Source: an optimization exercise on an open RTL-to-GDS flow (aim: small area, a short achievable clock period and few clock cycles per item). Production flows keep margins and buffers that such runs may drop. Power and IR drop assume default switching activity.

// edge_top
module edge_top (
  input  logic       clk,
  input  logic       rst_n,
  input  logic       edge_en,
  input  logic       in_valid,
  input  logic       in_sof,
  input  logic [7:0] in_r,
  input  logic [7:0] in_g,
  input  logic [7:0] in_b,
  output logic       in_ready,
  output logic       out_valid,
  output logic       out_sof,
  output logic [7:0] out_r,
  output logic [7:0] out_g,
  output logic [7:0] out_b,
  input  logic       out_ready
);
Size: about 740 flip-flops.
Settings: LEC_CHECK=0, ABC_AREA=1, CAP_MARGIN=20, CORE_MARGIN=2, CORE_UTILIZATION=60, CTS_CLUSTER_DIAMETER=100, CTS_CLUSTER_SIZE=30, SETUP_SLACK_MARGIN=2.4, SLEW_MARGIN=20; clock period 4.5 ns.
run.sh (not shown) runs the stock make flow with config.mk's settings and CLKGATE_MAP_FILE= SYNTH_SCRIPT=/design/flow/synth_recipe.tcl, a recipe that flattens the netlist after the stock synthesis.
The baseline went through all stages and came out clean.
Next try:
- CTS_BUF_LIST: default -> sky130_fd_sc_hd__clkbuf_8 sky130_fd_sc_hd__clkbuf_16
- CTS_CLUSTER_DIAMETER: 100 -> 80
- CTS_CLUSTER_SIZE: 30 -> 24
The changed run went through all stages and came out clean.
Core utilization came out higher by 0.87 points.
Register-to-register slack hardly moves.
Clock skew came out higher by 0.0063 ns.
Setup slack gets better by 0.0042 ns.
Total power came out higher by 5.2%.
Sequential share of layout area came out lower by 0.86 points.
Wire length came out higher by 2.5%.
Sequential power barely changes.
Next try:
- CTS_BUF_LIST: sky130_fd_sc_hd__clkbuf_8 sky130_fd_sc_hd__clkbuf_16 -> default
- CTS_CLUSTER_DIAMETER: 80 -> 100
- CTS_CLUSTER_SIZE: 24 -> 32
- SETUP_SLACK_MARGIN: 2.4 -> 2.3
The new run finished with timing, DRC and antenna clean; cell area came out lower slightly; setup slack got worse by 0.055 ns; power came out lower by a few percent; synthesized cell count stays the same; wire length came out higher by a few percent.
Next try:
- CORE_UTILIZATION: 60 -> 65
- SETUP_SLACK_MARGIN: 2.3 -> 2.4
=> Cell area barely changes. Via count decreases by 0.74%. First-iteration DRC count came out higher by 11%. Setup slack improved by 0.030 ns. Clock skew came out lower by 0.0038 ns. Maximum frequency came out higher by 1.4%. Routed wire length is about the same. Synthesized area stays the same. Power drops by 0.52%.
No run of this note included a check of the RTL's function; only the layout flow was run.

========
== run A ==
Another version of the RTL of edge_top (not shown whole).
Size in the first run: roughly 1300 cells after synthesis, ~57 I/O pins, about 25000 um2 of cells after synthesis.
==> flow/config.mk <==
export PLATFORM = sky130hd
export DESIGN_NAME = edge_top
export DESIGN_NICKNAME = edge_top
export VERILOG_FILES = /design/flow/design.v
export SDC_FILE = /design/flow/constraint.sdc
export NUM_CORES = 4
export LEC_CHECK = 0
export CAP_MARGIN = 20
export CORE_MARGIN = 2
export CORE_UTILIZATION = 40
export SETUP_SLACK_MARGIN = 2.4
export SLEW_MARGIN = 20
==> flow/constraint.sdc <==
create_clock -name core_clock -period 4.5 [get_ports {clk}]
set_input_delay 0.9000 -clock core_clock [delete_from_list [all_inputs] [get_ports {clk}]]
set_output_delay 0.9000 -clock core_clock [all_outputs]
set_load 0.01 [all_outputs]
Relative to run A, the following input files were edited for run B:
diff --git a/flow/config.mk b/flow/config.mk
--- a/flow/config.mk
+++ b/flow/config.mk
@@ -10,3 +10,2 @@
 export CORE_UTILIZATION = 40
-export SETUP_SLACK_MARGIN = 2.4
 export SLEW_MARGIN = 20
Results
- Signed area change from the synthesized netlist to the final layout: run A and run B compared, lower one is run B
- Post-synth design cell area: run B vs run A, no meaningful difference
- As of run B, post-route non-filler standard cell count had fallen by a few percent compared to run A.
- Diff run A -> run B: global-route usage decreased 0.75 points; register cell area after layout essentially unchanged; post-route cell area decreased 1700 um2; number of logic inverters in the finished layout decreased 1.
No run of this note included a check of the RTL's function; only the layout flow was run.

========
The RTL this note starts from:
==> flow/design.v <==
`default_nettype none
package pix_pkg;
  localparam int pix_w = 8;
  localparam int grad_w = 11;
  localparam int mag_max = 255;
  localparam int kern_mid = 2;
  typedef logic [pix_w-1:0] pix_t;
  typedef struct packed {
    pix_t r;
    pix_t g;
    pix_t b;
  } rgb_t;
  typedef logic [9*pix_w-1:0] win_t;
  typedef struct packed {
    rgb_t rgb;
    pix_t grey;
    logic edge_mode;
  } dec_t;
  typedef struct packed {
    win_t win;
    rgb_t rgb;
    logic edge_mode;
  } win_beat_t;
  typedef struct packed {
    pix_t edge_val;
    rgb_t rgb;
    logic edge_mode;
  } res_t;
endpackage
`default_nettype wire
`default_nettype none
package frame_pkg;
  localparam int frame_cols = 32;
  localparam int frame_rows = 16;
  localparam int col_w = (frame_cols > 1) ? $clog2(frame_cols) : 1;
  localparam int row_w = (frame_rows > 1) ? $clog2(frame_rows) : 1;
endpackage
`default_nettype wire
`default_nettype none
module edge_top (
  input  logic       clk,
  input  logic       rst_n,
  input  logic       edge_en,
  input  logic       in_valid,
  input  logic       in_sof,
  input  logic [7:0] in_r,
  input  logic [7:0] in_g,
  input  logic [7:0] in_b,
  output logic       in_ready,
  output logic       out_valid,
  output logic       out_sof,
  output logic [7:0] out_r,
  output logic [7:0] out_g,
  output logic [7:0] out_b,
  input  logic       out_ready
);
  localparam int cols = frame_pkg::frame_cols;
  localparam int rows = frame_pkg::frame_rows;
  localparam int npix = cols * rows;
  localparam int depth = 2 * cols + 1;
  localparam int lag = cols + 2;
  localparam int hd_last = npix + lag - 1;
  logic        ir_v;
  logic        ir_sof;
  logic        ir_edge;
  logic [23:0] ir_d;       
  logic        fmode;      
  logic [9:0]  hd;
  logic        f_zero, f_tail, f_last, f_valid, f_sof, f_left, f_right;
  logic        f_top, f_bot, f_ptop;
  logic [8*depth-1:0] ch;  
  logic        cv;         
  logic        c_sof;
  logic        c_left;
  logic        c_right;
  logic [9:0]  pt;         
  logic [9:0]  d1, d2, d3;         
  logic signed [8:0]  v1, vp;      
  logic signed [10:0] gsum;        
  logic        g_v;
  logic        g_sof;
  logic signed [10:0] gx;
  logic signed [10:0] gy;
  logic        s_v;
  logic        s_sof;
  logic [9:0]  s_sum;      
  logic        s_big;      
  logic        skid_v;
  logic [24:0] skid_d;
  logic        in_ready_r;
  assign in_ready = in_ready_r;
  logic       in_mode;
  logic [8:0] rb_sum;
  assign in_mode = in_sof ? edge_en : fmode;
  assign rb_sum  = {1'b0, in_r} + {1'b0, in_b};
  logic adv;
  logic e_go;
  logic p_go;
  logic sh;
  logic p_v;
  logic out_en;
  assign adv    = !skid_v;
  assign e_go   = adv && ir_v && ir_edge && (!f_tail || f_last);
  assign p_go   = adv && ir_v && !ir_edge && f_zero && !cv && !g_v && !s_v;
  assign sh     = adv && (f_tail || (ir_v && ir_edge));
  assign p_v    = (adv && s_v) || p_go;
  assign out_en = !out_valid || out_ready;
  logic       ir_v_n;
  logic       ir_edge_n;
  logic [9:0] hd_n;
  logic       cv_n;
  logic       g_v_n;
  logic       s_v_n;
  logic       skid_v_n;
  logic       out_v_n;
  logic       zero_n, tail_n, last_n;
  always_comb begin
    ir_v_n    = in_ready_r ? in_valid : ir_v;
    ir_edge_n = in_ready_r ? in_mode : ir_edge;
    hd_n      = hd;
    if (sh) begin
      if (f_last) hd_n = {9'd0, e_go};
      else        hd_n = hd + 10'd1;
    end
    cv_n  = adv ? (sh && f_valid) : cv;
    g_v_n = adv ? cv : g_v;
    s_v_n = adv ? g_v : s_v;
    if (out_en) begin
      out_v_n  = skid_v || p_v;
      skid_v_n = 1'b0;
    end else begin
      out_v_n  = 1'b1;
      skid_v_n = skid_v || p_v;
    end
    zero_n = (hd_n == 10'd0);
    tail_n = hd_n[9];
    last_n = (hd_n == 10'(hd_last));
  end
  always_ff @(posedge clk) begin
    if (!rst_n) begin
      ir_v       <= 1'b0;
      hd         <= '0;
      f_zero     <= 1'b1;
      f_tail     <= 1'b0;
      f_last     <= 1'b0;
      cv         <= 1'b0;
      g_v        <= 1'b0;
      s_v        <= 1'b0;
      out_valid  <= 1'b0;
      skid_v     <= 1'b0;
      in_ready_r <= 1'b1;
    end else begin
      ir_v       <= ir_v_n;
      hd         <= hd_n;
      f_zero     <= zero_n;
      f_tail     <= tail_n;
      f_last     <= last_n;
      cv         <= cv_n;
      g_v        <= g_v_n;
      s_v        <= s_v_n;
      out_valid  <= out_v_n;
      skid_v     <= skid_v_n;
      in_ready_r <= !ir_v_n
                 || (!skid_v_n && ir_edge_n && (!tail_n || last_n))
                 || (!skid_v_n && !ir_edge_n && zero_n && !cv_n && !g_v_n && !s_v_n);
    end
  end
  always_ff @(posedge clk) begin
    f_valid <= (hd_n >= 10'(lag));
    f_sof   <= (hd_n == 10'(lag));
    f_left  <= (hd_n[4:0] == 5'(lag % cols));
    f_right <= (hd_n[4:0] == 5'((lag - 1) % cols));
    f_top   <= (hd_n >= 10'(lag - 1)) && (hd_n < 10'(lag - 1 + cols));
    f_bot   <= (hd_n >= 10'(npix + lag - 1 - cols)) && (hd_n < 10'(npix + lag - 1));
    f_ptop  <= (hd_n >= 10'(lag - 2)) && (hd_n < 10'(lag - 2 + cols));
  end
  always_ff @(posedge clk) begin
    if (in_ready_r) begin
      ir_sof  <= in_sof;
      ir_edge <= in_mode;
      ir_d    <= {in_mode ? rb_sum[8:1] : in_r, in_g, in_b};
      if (in_valid && in_sof) begin
        fmode <= edge_en;
      end
    end
  end
  logic [8:0] grey_sum;
  logic [7:0] bot;
  logic [7:0] mid;
  logic [7:0] top;
  logic [7:0] nmid;
  logic [7:0] ntop;
  logic [7:0] tz;
  logic [7:0] bz;
  logic [7:0] ntz;
  assign grey_sum = {1'b0, ir_d[23:16]} + {1'b0, ir_d[15:8]};
  assign bot  = ch[0 +: 8];
  assign mid  = ch[8*cols +: 8];
  assign top  = ch[8*(2*cols) +: 8];
  assign nmid = ch[8*(cols-1) +: 8];
  assign ntop = ch[8*(2*cols-1) +: 8];
  assign tz   = f_top ? 8'h00 : top;
  assign bz   = f_bot ? 8'h00 : bot;
  assign ntz  = f_ptop ? 8'h00 : ntop;
  always_ff @(posedge clk) begin
    if (sh) begin
      ch      <= {ch[8*(depth-1)-1:0], grey_sum[8:1]};
      pt      <= {2'b00, ntz} + {1'b0, nmid, 1'b0};
      d1      <= pt + {2'b00, bz};
      d2      <= d1;
      d3      <= d2;
      v1      <= $signed({1'b0, bz}) - $signed({1'b0, tz});
      vp      <= v1;
      gsum    <= (f_left ? 11'sd0 : 11'(vp)) + (11'(v1) <<< 1);
      c_sof   <= f_sof;
      c_left  <= f_left;
      c_right <= f_right;
    end
  end
  logic [9:0] dr;
  logic [9:0] dl;
  assign dr = c_right ? 10'd0 : d1;
  assign dl = c_left ? 10'd0 : d3;
  always_ff @(posedge clk) begin
    if (adv) begin
      g_sof <= c_sof;
      gx    <= $signed({1'b0, dr}) - $signed({1'b0, dl});
      gy    <= gsum + (c_right ? 11'sd0 : 11'(v1));
    end
  end
  logic [9:0] ax;
  logic [9:0] ay;
  assign ax = gx[9:0] ^ {10{gx[10]}};
  assign ay = gy[9:0] ^ {10{gy[10]}};
  always_ff @(posedge clk) begin
    if (adv) begin
      s_sof <= g_sof;
      s_sum <= {2'b00, ax[7:0]} + {2'b00, ay[7:0]} + {9'd0, gx[10]} + {9'd0, gy[10]};
      s_big <= (ax[9:8] != 2'b00) || (ay[9:8] != 2'b00);
    end
  end
  logic [7:0]  mv;
  logic [24:0] p_data;
  assign mv     = (s_big || s_sum[9:8] != 2'b00) ? 8'hff : s_sum[7:0];
  assign p_data = s_v ? {s_sof, mv, mv, mv} : {ir_sof, ir_d};
  always_ff @(posedge clk) begin
    if (out_en) begin
      {out_sof, out_r, out_g, out_b} <= skid_v ? skid_d : p_data;
    end
    if (!skid_v) begin
      skid_d <= p_data;
    end
  end
endmodule
`default_nettype wire
make LEC_CHECK=0 CAP_MARGIN=20 CORE_MARGIN=2 CORE_UTILIZATION=40 SETUP_SLACK_MARGIN=2.4 SLEW_MARGIN=20 finish   # period 4.5 ns
Rerun with:
- CORE_UTILIZATION: 40 -> 60
Register-to-register slack stays flat.
Global-route usage rose by 5.7 points.
Cell area falls by 2.2%.
Cell count went down by 11%.
Worst hold slack improves by 0.017 ns.
Function was not checked in any run of this note: the RTL went through the layout flow alone.

[what the ideal ports hide]
In the flow no input, the clock included, has a driving cell. The finished layouts below were timed again as built, in two steps. Step 1 assumes that a clkbuf_16 drives the clock port and a buf_2 every other input. Step 2 moves the port delays by t, midway between the first and last clock arrival at a register: inputs arrive t later, outputs are due t later. That takes back most of the time a late clock gives input paths. Three values: ideal, step 1, step 2; two values: the first two.
run	t (ns)	slack for setup (ns)	clock arrival spread, ns	worst slew at a driven data input, ns
the first run of note 1	0.635	2.388 / 2.344 / 1.853	0.021 / 0.021	0.05
the second run of note 1	0.609	2.393 / 2.393 / 1.862	0.026 / 0.026	0.04
the third run of note 1	0.639	2.338 / 2.293 / 1.795	0.045 / 0.045	0.07
the fourth run of note 1	0.646	2.367 / 2.367 / 1.874	0.029 / 0.028	0.04
run A	0.659	1.361 / 1.361 / 1.361	0.023 / 0.023	0.07
run B	0.663	0.494 / 0.494 / 0.494	0.031 / 0.031	0.06
the first run of note 3	0.672	2.038 / 2.038 / 1.680	0.032 / 0.033	0.07
the second run of note 3	0.665	2.045 / 2.045 / 1.718	0.018 / 0.018	0.07
After both steps every run listed still meets setup and hold. For the third run of note 1, which loses most, drivers alone change the setup slack by -0.045 ns; drivers and shift together by -0.543 ns.
